This is an optimization exercise on Yosys and OpenROAD, whose aim is small area, a short achievable clock period and few clock cycles per item, not a production implementation.
Where RTL was checked, it was by simulation tests only, not by an equivalence proof against the original.
Power and IR drop assume default switching activity.

rev 12:
// bch_decoder
module bch_decoder (
    input  logic       clk,
    input  logic       rst_n,
    input  logic       in_valid,
    input  logic [3:0] in_syndrome,
    output logic       out_valid,
    output logic [3:0] out_location
);
For scale: about 350 cells after synthesis, ~12 I/O pins.
==> flow/config.mk <==
export PLATFORM = sky130hd
export DESIGN_NAME = bch_decoder
export DESIGN_NICKNAME = bch_decoder
export VERILOG_FILES = /design/flow/design.v
export SDC_FILE = /design/flow/constraint.sdc
export NUM_CORES = 4
export LEC_CHECK = 0
export ABC_AREA = 1
export CAP_MARGIN = 20
export CORE_MARGIN = 2
export CORE_UTILIZATION = 40
export SLEW_MARGIN = 20
==> flow/constraint.sdc <==
create_clock -name core_clock -period 10.0 [get_ports {clk}]
set_input_delay 2.0000 -clock core_clock [delete_from_list [all_inputs] [get_ports {clk}]]
set_output_delay 2.0000 -clock core_clock [all_outputs]
set_load 0.01 [all_outputs]
standard.sh (not shown) runs the stock make flow with config.mk's settings and CLKGATE_MAP_FILE= SYNTH_SCRIPT=/design/flow/synth_recipe.tcl, a recipe that flattens the netlist after the stock synthesis.
==> flow/flow/run.sh <==
#!/bin/bash
# Own layout flow: the standard synthesis, then the combinational cells re-mapped by Yosys/ABC
# (every flip-flop kept as the standard synthesis made it: same instances, names and cell types),
# then the standard layout steps, with timing repair aimed past the 10 ns clock.
# Each tool's output goes to a log file of its own in the work folder.
set -euo pipefail
WORK=$(pwd)
R=$WORK/orfs/results/$FLOW_PLATFORM/bch_decoder/base
YOSYS=$FLOW_HOME/../tools/install/yosys/bin/yosys
LIB=$FLOW_HOME/platforms/$FLOW_PLATFORM/lib/sky130_fd_sc_hd__tt_025C_1v80.lib

# 1. standard synthesis
bash standard.sh synth > "$WORK/log_1_synth.txt" 2>&1

# 2. re-map the combinational logic
cp "$R/1_2_yosys.v" "$WORK/standard_synth.v"
sed -e "s#@LIB@#$LIB#g" -e "s#@IN@#$WORK/standard_synth.v#g" -e "s#@OUT@#$R/1_2_yosys.v#g" \
    -e "s#@ABC@#$WORK/flow/remap.abc#g" "$WORK/flow/remap.ys" > "$WORK/remap.ys"
"$YOSYS" -s "$WORK/remap.ys" > "$WORK/log_2_remap.txt" 2>&1
rm -f "$R/1_synth.odb" "$R/1_synth.sdc"
bash standard.sh synth > "$WORK/log_3_synth_odb.txt" 2>&1

# 3. standard layout steps
bash standard.sh SETUP_SLACK_MARGIN=7 "BUFFER_PORTS_ARGS=-buffer_cell sky130_fd_sc_hd__buf_2" finish \
    > "$WORK/log_4_layout.txt" 2>&1
==> flow/flow/remap.abc <==
strash
ifraig
dc2
dch -f
amap -F 100
topo
==> flow/flow/remap.ys <==
# Re-map the combinational cells of the standard synthesis; flip-flops stay as they are.
read_liberty -ignore_miss_func @LIB@
read_verilog @IN@
hierarchy -top bch_decoder
setattr -mod -set blackbox 1 sky130_fd_sc_hd__*df* sky130_fd_sc_hd__*dl* sky130_fd_sc_hd__*sdf*
flatten
opt_clean -purge
abc -liberty @LIB@ -script @ABC@ -dont_use sky130_fd_sc_hd__probe_p_8 -dont_use sky130_fd_sc_hd__probec_p_8 -dont_use *lpflow*
opt_clean -purge
setundef -zero
hilomap -singleton -hicell sky130_fd_sc_hd__conb_1 HI -locell sky130_fd_sc_hd__conb_1 LO
splitnets
opt_clean -purge
insbuf -buf sky130_fd_sc_hd__buf_4 A X
stat -liberty @LIB@
write_verilog -noattr -nohex -nodec @OUT@
### rev 12 -> rev 13
==> flow/run.sh (new file) <==
#!/bin/bash
# synth_recipe.tcl (not shown) runs the flow's synth.tcl, then flattens the netlist and writes it again
# the make line also repeats each setting of config.mk as NAME=value (left out here)
make -C /OpenROAD-flow-scripts/flow DESIGN_CONFIG=/design/flow/config.mk WORK_HOME=/design/flow/orfs CLKGATE_MAP_FILE= SYNTH_SCRIPT=/design/flow/synth_recipe.tcl finish
removed: flow/flow/run.sh
removed: flow/flow/remap.abc
removed: flow/flow/remap.ys
removed: flow/standard.sh
Findings:
From rev 12 to rev 13 the numbers moved as follows: global-route wire length before repair has increased, arrival time of data at the critical path endpoint has decreased, routability congestion estimate from global placement has decreased, clock power share has increased. NOTE: signed area change from the synthesized netlist to the final layout in rev 13 falls short of that of rev 12. Summary — core utilization of the finished layout, rev 13 relative to rev 12: lower, by 25 points.
No run of this note included a check of the RTL's function; only the layout flow was run.

Another version of the RTL of bch_decoder (not shown whole).
Size: roughly 310 cells after synthesis, ~0.0023 mm² of cells after synthesis.
export LEC_CHECK = 0
export ABC_AREA = 1
export CAP_MARGIN = 20
export CORE_MARGIN = 2
export CORE_UTILIZATION = 40
export PLACE_DENSITY = 0.75
export SLEW_MARGIN = 20
create_clock -name core_clock -period 10.0 [get_ports {clk}]
==> flow/flow/run.sh <==
#!/bin/bash
# Own layout flow: the standard synthesis, then the combinational cells re-synthesised and
# re-mapped by Yosys/ABC (every flip-flop kept exactly as the standard synthesis made it: same
# instances, names and cell types; checked below), then the standard layout steps, with
# timing repair aimed past the 10 ns clock and buf_2 port buffers.
# Each tool's output goes to a log file of its own in the work folder.
set -euo pipefail
WORK=$(pwd)
R=$WORK/orfs/results/$FLOW_PLATFORM/bch_decoder/base
YOSYS=$FLOW_HOME/../tools/install/yosys/bin/yosys
LIB=$FLOW_HOME/platforms/$FLOW_PLATFORM/lib/sky130_fd_sc_hd__tt_025C_1v80.lib

# 1. standard synthesis
bash standard.sh synth > "$WORK/log_1_synth.txt" 2>&1

# 2. re-synthesise the combinational logic; keep the standard netlist if the flip-flops differ
cp "$R/1_2_yosys.v" "$WORK/standard_synth.v"
sed -e "s#@LIB@#$LIB#g" -e "s#@IN@#$WORK/standard_synth.v#g" -e "s#@OUT@#$WORK/remapped.v#g" \
    -e "s#@ABC@#$WORK/flow/remap.abc#g" "$WORK/flow/remap.ys" > "$WORK/remap.ys"
if "$YOSYS" -s "$WORK/remap.ys" > "$WORK/log_2_remap.txt" 2>&1 \
   && python3 "$WORK/flow/flops.py" "$WORK/standard_synth.v" "$WORK/remapped.v" > "$WORK/log_2_flops.txt" 2>&1; then
  cp "$WORK/remapped.v" "$R/1_2_yosys.v"
  rm -f "$R/1_synth.odb" "$R/1_synth.sdc"
  bash standard.sh synth > "$WORK/log_3_synth_odb.txt" 2>&1
fi

# 3. standard layout steps
bash standard.sh SETUP_SLACK_MARGIN=6.3 "BUFFER_PORTS_ARGS=-buffer_cell sky130_fd_sc_hd__buf_2" finish \
    > "$WORK/log_4_layout.txt" 2>&1
Other scripts of this flow, unchanged in this note and not shown: flow/flow/flops.py, flow/flow/remap.abc, flow/flow/remap.ys
Testbench counts at the start, summed over its fixed seeds: cycles 19,200, blocks 2,400.
Then changed:
--- a/flow/flow/run.sh
+++ b/flow/flow/run.sh
@@ -28 +28 @@
-bash standard.sh SETUP_SLACK_MARGIN=6.3 "BUFFER_PORTS_ARGS=-buffer_cell sky130_fd_sc_hd__buf_2" finish \
+bash standard.sh SETUP_SLACK_MARGIN=6.6 "BUFFER_PORTS_ARGS=-buffer_cell sky130_fd_sc_hd__buf_2" finish \
Outcome: Sequential power is lower by a few percent; total power is higher by a little under a tenth; combinational power is higher by roughly a tenth; die area stays the same; routed wire length is higher by a few percent; cell area is higher by a few percent; synthesized cell count is unchanged; clock-buffer cell count stays the same; global-route usage is higher by 0.59 points.
Then changed:
--- a/flow/flow/run.sh
+++ b/flow/flow/run.sh
@@ -28 +28 @@
-bash standard.sh SETUP_SLACK_MARGIN=6.6 "BUFFER_PORTS_ARGS=-buffer_cell sky130_fd_sc_hd__buf_2" finish \
+bash standard.sh SETUP_SLACK_MARGIN=6 "BUFFER_PORTS_ARGS=-buffer_cell sky130_fd_sc_hd__buf_2" finish \
What happened: Fmax shrinks by roughly a tenth. Die area stays the same. Worst setup slack got worse by 420 ps. Global-route usage falls by 1.3 points. Critical path depth stays the same.

Another version of the RTL of bch_decoder (not shown whole).
Size: about 320 cells after synthesis, about 0.0024 sq mm of cells after synthesis.
clock: 10.0 ns
lec_check: 0
abc_area: 1
cap_margin: 20
core_margin: 2
core_utilization: 40
place_density: 0.75
slew_margin: 20
==> flow/flow/run.sh <==
#!/bin/bash
# Own layout flow: the standard synthesis, then the combinational cells re-synthesised and
# re-mapped by Yosys/ABC (every flip-flop kept exactly as the standard synthesis made it: same
# instances, names and cell types; checked below), then the standard layout steps, with
# timing repair aimed past the 10 ns clock and buf_2 port buffers.
# Each tool's output goes to a log file of its own in the work folder.
set -euo pipefail
WORK=$(pwd)
R=$WORK/orfs/results/$FLOW_PLATFORM/bch_decoder/base
YOSYS=$FLOW_HOME/../tools/install/yosys/bin/yosys
LIB=$FLOW_HOME/platforms/$FLOW_PLATFORM/lib/sky130_fd_sc_hd__tt_025C_1v80.lib

# 1. standard synthesis
bash standard.sh synth > "$WORK/log_1_synth.txt" 2>&1

# 2. re-synthesise the combinational logic; keep the standard netlist if the flip-flops differ
cp "$R/1_2_yosys.v" "$WORK/standard_synth.v"
sed -e "s#@LIB@#$LIB#g" -e "s#@IN@#$WORK/standard_synth.v#g" -e "s#@OUT@#$WORK/remapped.v#g" \
    -e "s#@ABC@#$WORK/flow/remap.abc#g" "$WORK/flow/remap.ys" > "$WORK/remap.ys"
if "$YOSYS" -s "$WORK/remap.ys" > "$WORK/log_2_remap.txt" 2>&1 \
   && python3 "$WORK/flow/flops.py" "$WORK/standard_synth.v" "$WORK/remapped.v" > "$WORK/log_2_flops.txt" 2>&1; then
  cp "$WORK/remapped.v" "$R/1_2_yosys.v"
  rm -f "$R/1_synth.odb" "$R/1_synth.sdc"
  bash standard.sh synth > "$WORK/log_3_synth_odb.txt" 2>&1
fi

# 3. standard layout steps
bash standard.sh SETUP_SLACK_MARGIN=6 "BUFFER_PORTS_ARGS=-buffer_cell sky130_fd_sc_hd__buf_2" finish \
    > "$WORK/log_4_layout.txt" 2>&1
Other scripts of this flow, unchanged in this note and not shown: flow/flow/flops.py, flow/flow/remap.abc, flow/flow/remap.ys
Testbench counts at the start, summed over its fixed seeds: cycles 19,200, blocks 2,400.
Next try:
- PLACE_DENSITY: 0.75 -> default
Result: Setup slack degrades by 21 ps; total power increases slightly; combinational power rose by a few percent; wire length grows by a few percent; global-route usage rose by 0.65 points; worst hold slack gets worse by 4.4 ps; synthesized cell count does not change; sequential share of layout area decreases by 0.36 points; via count fell slightly.

Setup of wip/indigo:
bch_decoder, a different RTL version from the one above (not shown whole).
Size in the first run: roughly 340 cells after synthesis, about 12 I/O pins, about 2500 um2 of cells after synthesis.
Settings: LEC_CHECK=0, ABC_AREA=1, CAP_MARGIN=20, CORE_MARGIN=2, CORE_UTILIZATION=40, SLEW_MARGIN=20; clock period 10.0 ns.
==> flow/flow/run.sh <==
#!/bin/bash
# Own layout flow: the standard synthesis, then the combinational cells re-mapped by Yosys/ABC
# (every flip-flop kept as the standard synthesis made it: same instances, names and cell types),
# then the standard layout steps, with timing repair aimed past the 10 ns clock.
# Each tool's output goes to a log file of its own in the work folder.
set -euo pipefail
WORK=$(pwd)
R=$WORK/orfs/results/$FLOW_PLATFORM/bch_decoder/base
YOSYS=$FLOW_HOME/../tools/install/yosys/bin/yosys
LIB=$FLOW_HOME/platforms/$FLOW_PLATFORM/lib/sky130_fd_sc_hd__tt_025C_1v80.lib

# 1. standard synthesis
bash standard.sh synth > "$WORK/log_1_synth.txt" 2>&1

# 2. re-map the combinational logic
cp "$R/1_2_yosys.v" "$WORK/standard_synth.v"
sed -e "s#@LIB@#$LIB#g" -e "s#@IN@#$WORK/standard_synth.v#g" -e "s#@OUT@#$R/1_2_yosys.v#g" \
    -e "s#@ABC@#$WORK/flow/remap.abc#g" "$WORK/flow/remap.ys" > "$WORK/remap.ys"
"$YOSYS" -s "$WORK/remap.ys" > "$WORK/log_2_remap.txt" 2>&1
rm -f "$R/1_synth.odb" "$R/1_synth.sdc"
bash standard.sh synth > "$WORK/log_3_synth_odb.txt" 2>&1

# 3. standard layout steps
bash standard.sh SETUP_SLACK_MARGIN=7 "BUFFER_PORTS_ARGS=-buffer_cell sky130_fd_sc_hd__buf_2" finish \
    > "$WORK/log_4_layout.txt" 2>&1
==> flow/flow/remap.abc <==
strash
ifraig
dc2
dch -f
amap -F 100
topo
==> flow/flow/remap.ys <==
# Re-map the combinational cells of the standard synthesis; flip-flops stay as they are.
read_liberty -ignore_miss_func @LIB@
read_verilog @IN@
hierarchy -top bch_decoder
setattr -mod -set blackbox 1 sky130_fd_sc_hd__*df* sky130_fd_sc_hd__*dl* sky130_fd_sc_hd__*sdf*
flatten
opt_clean -purge
abc -liberty @LIB@ -script @ABC@ -dont_use sky130_fd_sc_hd__probe_p_8 -dont_use sky130_fd_sc_hd__probec_p_8 -dont_use *lpflow*
opt_clean -purge
setundef -zero
hilomap -singleton -hicell sky130_fd_sc_hd__conb_1 HI -locell sky130_fd_sc_hd__conb_1 LO
splitnets
opt_clean -purge
insbuf -buf sky130_fd_sc_hd__buf_4 A X
stat -liberty @LIB@
write_verilog -noattr -nohex -nodec @OUT@
wip/indigo finished every stage and its layout cleared the timing, DRC and antenna checks.
Testbench counts of wip/indigo, summed over its fixed seeds: cycles 19,200, blocks 2,400.
#### Input delta (wip/violet over wip/indigo)
-- flow/flow/run.sh --
<<< wip/indigo, line 22

# 3. standard layout steps
bash standard.sh SETUP_SLACK_MARGIN=7 "BUFFER_PORTS_ARGS=-buffer_cell sky130_fd_sc_hd__buf_2" finish \
    > "$WORK/log_4_layout.txt" 2>&1
>>> wip/violet, line 22

# 3. standard layout steps
bash standard.sh SETUP_SLACK_MARGIN=6 "BUFFER_PORTS_ARGS=-buffer_cell sky130_fd_sc_hd__buf_2" finish \
    > "$WORK/log_4_layout.txt" 2>&1
==> flow/flow/remap.abc <==
strash
&get -n
&fraig -x
&put
dc2
strash
&get -n
&dch -f
&nf -D 2500
&put
--- outcome ---
Global-route usage on wip/violet is down relative to wip/indigo. wip/violet vs. wip/indigo: final hold slack flat; worst setup slack down 110 ps. Wire length down 16% in wip/violet wrt wip/indigo. Summary of wip/violet over wip/indigo: fraction of the cycle the final worst path needs has increased, mean routed wirelength per cell has decreased.
[inputs] wip/juniper vs wip/violet
==> flow/run.sh (new file) <==
#!/bin/bash
# synth_recipe.tcl (not shown) runs the flow's synth.tcl, then flattens the netlist and writes it again
# the make line also repeats each setting of config.mk as NAME=value (left out here)
make -C /OpenROAD-flow-scripts/flow DESIGN_CONFIG=/design/flow/config.mk WORK_HOME=/design/flow/orfs CLKGATE_MAP_FILE= SYNTH_SCRIPT=/design/flow/synth_recipe.tcl finish
removed: flow/flow/run.sh
removed: flow/flow/remap.abc
removed: flow/flow/remap.ys
removed: flow/standard.sh
Results
- wip/juniper vs wip/violet, synthesized area went up by 21%.
- Between wip/juniper and wip/violet, the difference in initial core utilization is negligible.
- From wip/violet to wip/juniper the numbers moved as follows: final critical-path share of the clock period shows an increase of 2.5 points; logic gate share of total power +6.1 points; proportion of cell area occupied by registers shows a reduction of 5.1 points; synthesized netlist cell count saw an increase.
- The count of vias placed by the detailed router in wip/violet is 0.859 times that in wip/juniper.
- Total power on wip/juniper is up relative to wip/violet.

==> re-timing with driven ports <==
How much do the figures lean on ideal ports? The routed layouts below were timed once more, with nothing changed but the port constraints. Step 1 (the two cells are an assumption about what drives the block):
set clk [get_ports {clk}]
set_driving_cell -lib_cell sky130_fd_sc_hd__clkbuf_16 $clk
set_driving_cell -lib_cell sky130_fd_sc_hd__buf_2 [delete_from_list [all_inputs] $clk]
Step 2, shift: input delay + t, output delay - t, t = (earliest + latest rising clock arrival at the registers) / 2. This alone moves slack from input paths to output paths. Three values: no drivers, after step 1, after step 2; two values: the first two.
| run | t, ns | slack for setup (ns) | hold WS [ns] | worst setup path after step 2 | slew at the worst register clock pin (ns) |
|---|---|---|---|---|---|
| rev 12 | 0.288 | 5.152 / 5.152 / 5.152 | 0.612 / 0.612 / 0.612 | register to register | 0.08 / 0.08 |
| rev 13 | 0.282 | 5.761 / 5.761 / 5.761 | 0.539 / 0.539 / 0.539 | register to register | 0.07 / 0.07 |
| the first run of note 2 | 0.303 | 6.360 / 6.370 / 6.067 | 0.618 / 0.618 / 0.618 | input to register | 0.09 / 0.09 |
| the second run of note 2 | 0.302 | 6.600 / 6.600 / 6.327 | 0.630 / 0.630 / 0.630 | input to register | 0.09 / 0.09 |
| the third run of note 2 | 0.300 | 6.184 / 6.184 / 6.032 | 0.618 / 0.618 / 0.618 | input to register | 0.09 / 0.09 |
| the first run of note 3 | 0.303 | 6.126 / 6.119 / 5.816 | 0.589 / 0.589 / 0.589 | input to register | 0.09 / 0.09 |
| the second run of note 3 | 0.297 | 6.105 / 6.116 / 5.818 | 0.585 / 0.585 / 0.585 | input to register | 0.10 / 0.10 |
| wip/indigo | 0.312 | 6.382 / 6.382 / 6.382 | 0.567 / 0.567 / 0.567 | register to register | 0.07 / 0.07 |
| wip/violet | 0.299 | 6.268 / 6.270 / 5.970 | 0.569 / 0.569 / 0.569 | input to register | 0.06 / 0.06 |
| wip/juniper | 0.309 | 6.018 / 6.026 / 5.716 | 0.664 / 0.664 / 0.664 | input to register | 0.07 / 0.07 |
After both steps setup and hold are still met in every run listed. The setup slack of the first run of note 3, which loses most, moves by -0.007 ns with the drivers and by -0.310 ns with both steps.
